Background: an optimization exercise with open tools, aiming at small area and a short achievable clock period. Do not read the settings as production practice.
Function was checked by simulation only, so behaviour that the tests miss may differ from the original.
The flow treats the clock pin as an ideal source. Dropping or thinning the clock tree relies on that and would not hold on a real chip.
Power is estimated from default activity; no workload was simulated.

==> indigo: inputs <==
Design kws_preprocess_top, start of the top module:
module kws_preprocess_top (
  input  logic                  hclk0,
  input  logic                  hrst_b0,
  input  logic                  hsel,
  input  logic [11:0]           haddr,
  input  logic [1:0]            htrans,
  input  logic                  hwrite,
  input  logic [31:0]           hwdata,
  input  logic                  hready_in,
  output logic [31:0]           hrdata
);
clock: 10.0 ns
lec_check: 0
cap_margin: 20
core_margin: 2
core_utilization: 60
slew_margin: 20
standard.sh (not shown) runs the stock make flow with config.mk's settings and CLKGATE_MAP_FILE= SYNTH_SCRIPT=/design/flow/synth_recipe.tcl, a recipe that flattens the netlist after the stock synthesis.
==> flow/flow/run.sh <==
#!/bin/bash
# Standard layout with two changes:
#  - the clock tree is built by flow/manual_cts.tcl (sourced as the PRE_CTS_TCL
#    hook; it takes the place of TritonCTS): a balanced two-level tree of
#    clkbuf_16, four roots on the clock port, each driving the leaf buffers of
#    one quarter of the core;
#  - timing repair is aimed below the clock period: repair_timing works on
#    every path with less than SETUP_SLACK_MARGIN slack, resizing and swapping
#    gates (unbuffer,sizeup,swap,clone) rather than adding buffers.
set -euo pipefail
bash standard.sh SETUP_SLACK_MARGIN=7.1 SETUP_MOVE_SEQUENCE=unbuffer,sizeup,swap,clone PRE_CTS_TCL="$PWD/flow/manual_cts.tcl" finish > standard_flow.log 2>&1
Other scripts of this flow, unchanged in this note and not shown: flow/flow/manual_cts.tcl
==> fjord: changes against indigo <==
--- a/flow/design.v
+++ b/flow/design.v
@@ -207,12 +207,13 @@
 endmodule
 module result_queue (
   input  logic                 hclk0,
   input  logic                 hrst_b0,
   input  logic                 push,
-  input  logic [31:0]          push_prod,
-  input  logic [3:0]           push_shift,
+  input  logic [15:0]          push_value,
+  input  logic                 push_fits,
+  input  logic                 push_sign,
   input  logic                 push_last,
   input  logic                 pop,
   output kws_pre_pkg::result_t pop_data,
   output logic                 empty,
   output kws_pre_pkg::count_t  count
@@ -220,15 +221,14 @@
   logic [16:0]          mem [kws_pre_pkg::fifo_depth];    
   logic [2:0]           wr_ptr;
   logic [2:0]           rd_ptr;
   logic                 st_valid;
   logic [2:0]           st_ptr;
-  logic [31:0]          st_prod;
-  logic [3:0]           st_shift;
+  logic [15:0]          st_shifted;
+  logic                 st_fits;
+  logic                 st_sign;
   logic                 st_last;
-  logic [15:0]          shifted;      
-  logic [15:0]          keep;         
   logic [15:0]          st_value;
   logic [16:0]          st_data;
   always_ff @(posedge hclk0 or negedge hrst_b0) begin
     if (!hrst_b0) begin
       wr_ptr   <= '0;
@@ -247,26 +247,23 @@
         count <= push ? count + 1'b1 : count - 1'b1;
       end
     end
   end
   always_comb begin
-    shifted = 16'(st_prod[30:0] >> st_shift);
-    for (int j = 0; j < 16; j++) begin
-      keep[j] = (j >= st_shift) ? (st_prod[15+j] ~^ st_prod[31]) : 1'b1;
-    end
-    if (&keep) begin
-      st_value = shifted;
+    if (st_fits) begin
+      st_value = st_shifted;
     end else begin
-      st_value = st_prod[31] ? 16'h8000 : 16'h7FFF;
+      st_value = st_sign ? 16'h8000 : 16'h7FFF;
     end
     st_data = {st_value, st_last};
   end
   always_ff @(posedge hclk0) begin
-    st_prod  <= push_prod;
-    st_shift <= push_shift;
-    st_last  <= push_last;
-    st_ptr   <= wr_ptr;
+    st_shifted <= push_value;
+    st_fits    <= push_fits;
+    st_sign    <= push_sign;
+    st_last    <= push_last;
+    st_ptr     <= wr_ptr;
     if (st_valid) begin
       mem[st_ptr] <= st_data;
     end
   end
   always_comb begin
@@ -285,12 +282,13 @@
   output logic [7:0]             coef_lo,
   output logic [7:0]             coef_hi,
   input  kws_pre_pkg::sample_t   coef_value,
   input  logic                   result_pop,
   output logic                   out_push,
-  output logic [31:0]            out_prod,     
-  output logic [3:0]             out_shift,
+  output logic [15:0]            out_shift_val,
+  output logic                   out_fits,
+  output logic                   out_sign,
   output logic                   out_last
 );
   logic [7:0]             fi_lo;
   logic [7:0]             fi_hi;
   logic                   frame_end;
@@ -302,10 +300,12 @@
   logic [31:0]            pp_sum, pp_carry;
   logic                   s2_valid;
   logic [31:0]            s2_sum, s2_carry;
   logic [3:0]             s2_shift;
   logic                   s2_last;
+  logic [31:0]            product;
+  logic [15:0]            keep;         
   always_comb begin
     frame_end = fi_lo[cfg.frame_len[2:0]] & fi_hi[cfg.frame_len[5:3]];
     in_pop    = cfg.enable & ~in_empty & ~occupancy[3];
     coef_lo   = fi_lo;
     coef_hi   = fi_hi;
@@ -355,13 +355,18 @@
     .two_i   (s1_two),
     .sum_o   (pp_sum),
     .carry_o (pp_carry)
   );
   always_comb begin
+    product   = s2_sum + s2_carry;
+    out_shift_val = 16'(product[30:0] >> s2_shift);    
+    for (int j = 0; j < 16; j++) begin
+      keep[j] = (j >= s2_shift) ? (product[15+j] ~^ product[31]) : 1'b1;
+    end
     out_push  = s2_valid;
-    out_prod  = s2_sum + s2_carry;
-    out_shift = s2_shift;
+    out_fits  = &keep;                                   
+    out_sign  = product[31];
     out_last  = s2_last;
   end
 endmodule
 module kws_mul_csa (
   input  logic [15:0] x,         
@@ -966,12 +971,13 @@
   kws_pre_pkg::sample_t   in_data;
   logic [7:0]             coef_lo;
   logic [7:0]             coef_hi;
   kws_pre_pkg::sample_t   coef_value;
   logic                   out_push;
-  logic [31:0]            out_prod;
-  logic [3:0]             out_shift;
+  logic [15:0]            out_shift_val;
+  logic                   out_fits;
+  logic                   out_sign;
   logic                   out_last;
   logic                   result_pop;
   kws_pre_pkg::result_t   result;
   kws_pre_pkg::count_t    out_count;
   logic                   out_empty;
@@ -1030,20 +1036,22 @@
     .coef_lo    (coef_lo),
     .coef_hi    (coef_hi),
     .coef_value (coef_value),
     .result_pop (result_pop),
     .out_push   (out_push),
-    .out_prod   (out_prod),
-    .out_shift  (out_shift),
+    .out_shift_val (out_shift_val),
+    .out_fits   (out_fits),
+    .out_sign   (out_sign),
     .out_last   (out_last)
   );
   result_queue u_out_fifo (
     .hclk0     (hclk0),
     .hrst_b0   (hrst_b0),
     .push       (out_push),
-    .push_prod  (out_prod),
-    .push_shift (out_shift),
+    .push_value (out_shift_val),
+    .push_fits  (out_fits),
+    .push_sign  (out_sign),
     .push_last  (out_last),
     .pop       (result_pop),
     .pop_data  (result),
     .empty     (out_empty),
     .count     (out_count)
==> flow/flow/run.sh (replaced) <==
#!/bin/bash
# Standard layout with two changes:
#  - the clock tree is built by flow/manual_cts.tcl (sourced as the PRE_CTS_TCL
#    hook; it takes the place of TritonCTS): a balanced two-level tree of
#    clkbuf_16, four roots on the clock port, each driving the leaf buffers of
#    one quarter of the core;
#  - timing repair is aimed below the clock period: repair_timing works on
#    every path with less than SETUP_SLACK_MARGIN slack.
set -euo pipefail
bash standard.sh SETUP_SLACK_MARGIN=6.9 PRE_CTS_TCL="$PWD/flow/manual_cts.tcl" finish > standard_flow.log 2>&1
==> results.txt <==
Total of cells resized after clock tree synthesis: indigo 363; fjord 189
Sequential fraction of the synthesis area: indigo 71.20%; fjord 70.49%
Post-Synth XOR/XNOR Area: indigo 2.680%; fjord 2.840%
Reported sequential group power: indigo 6.88 mW; fjord 6.80 mW
Standard cell core area: indigo 101600 um^2; fjord 101700 um^2
Critical Path Start: indigo u_out_fifo.st_shift[2]; fjord u_regs.hrdata[29]
Flip-flop and latch count after synthesis: indigo 1526; fjord 1508
Share of cells above drive strength 1: indigo 17.60%; fjord 14.61%
Per-instance average area after synthesis: indigo 16.16 um^2; fjord 15.86 um^2
GR met3 Demand/Resource: indigo 3.371%; fjord 4.221%
Power share of the sequential group: indigo 69.4%; fjord 69.2%
Total internal power: indigo 8.042 mW; fjord 7.973 mW
Classification of the worst setup path: indigo register to register; fjord register to output port
Per-cell routed wire length: indigo 32.43 um; fjord 30.45 um
Number of instances in the synthesized netlist: indigo 3801; fjord 3881
Arrival time of data at the critical path endpoint: indigo 3.61 ns; fjord 1.18 ns
Footprint of the multi-input gates: indigo 17320 um^2; fjord 17260 um^2
Power dissipated by switching net loads: indigo 1.870 mW; fjord 1.858 mW
Register share of the cell area: indigo 64.86%; fjord 65.37%
Routed wl met2: indigo 81490 um; fjord 74740 um
Relative slew slack: indigo 19.12%; fjord 28.94%
Outcome: indigo timing/DRC/antenna clean; fjord timing/DRC/antenna clean
Share of the synthesized area in compound gates (AO/OA/AOI/OAI): indigo 11.27%; fjord 11.36%
Vias after detailed routing: indigo 35690; fjord 35590
Largest net degree at the start of global routing: indigo 131; fjord 100
Clock group share of total power: indigo 29.1%; fjord 29.2%
Chip Height: indigo 324.0 um; fjord 324.3 um
No run of this note takes its clock network from TritonCTS; it comes from the design's own scripts or RTL.

==> static timing again, ports no longer ideal <==
The results above use ideal ports. As a check the final layouts listed here were re-extracted and re-timed, cells and wires unchanged. Step 1, drivers: a clkbuf_16 drives hclk0 and a buf_2 each remaining input, both assumed. Step 2 times the ports against the registers' clock, not the clock port: input delays grow and output delays shrink by t, the midpoint of the rising clock arrivals with the driver on. Slacks: ideal ports / drivers / drivers and shift; pairs: ideal ports / drivers.
run | t, ns | slack for setup (ns) | worst data-port slew with drivers (ns) | pins driven straight from the clock port
indigo | 0.641 | 6.821 / 6.798 / 6.698 | 0.04 | 4
fjord | 0.639 | 6.824 / 6.666 / 6.560 | 0.07 | 4
After both steps setup and hold are still met in every run listed. The setup slack of fjord, which loses most, moves by -0.158 ns with the drivers and by -0.264 ns with both steps.
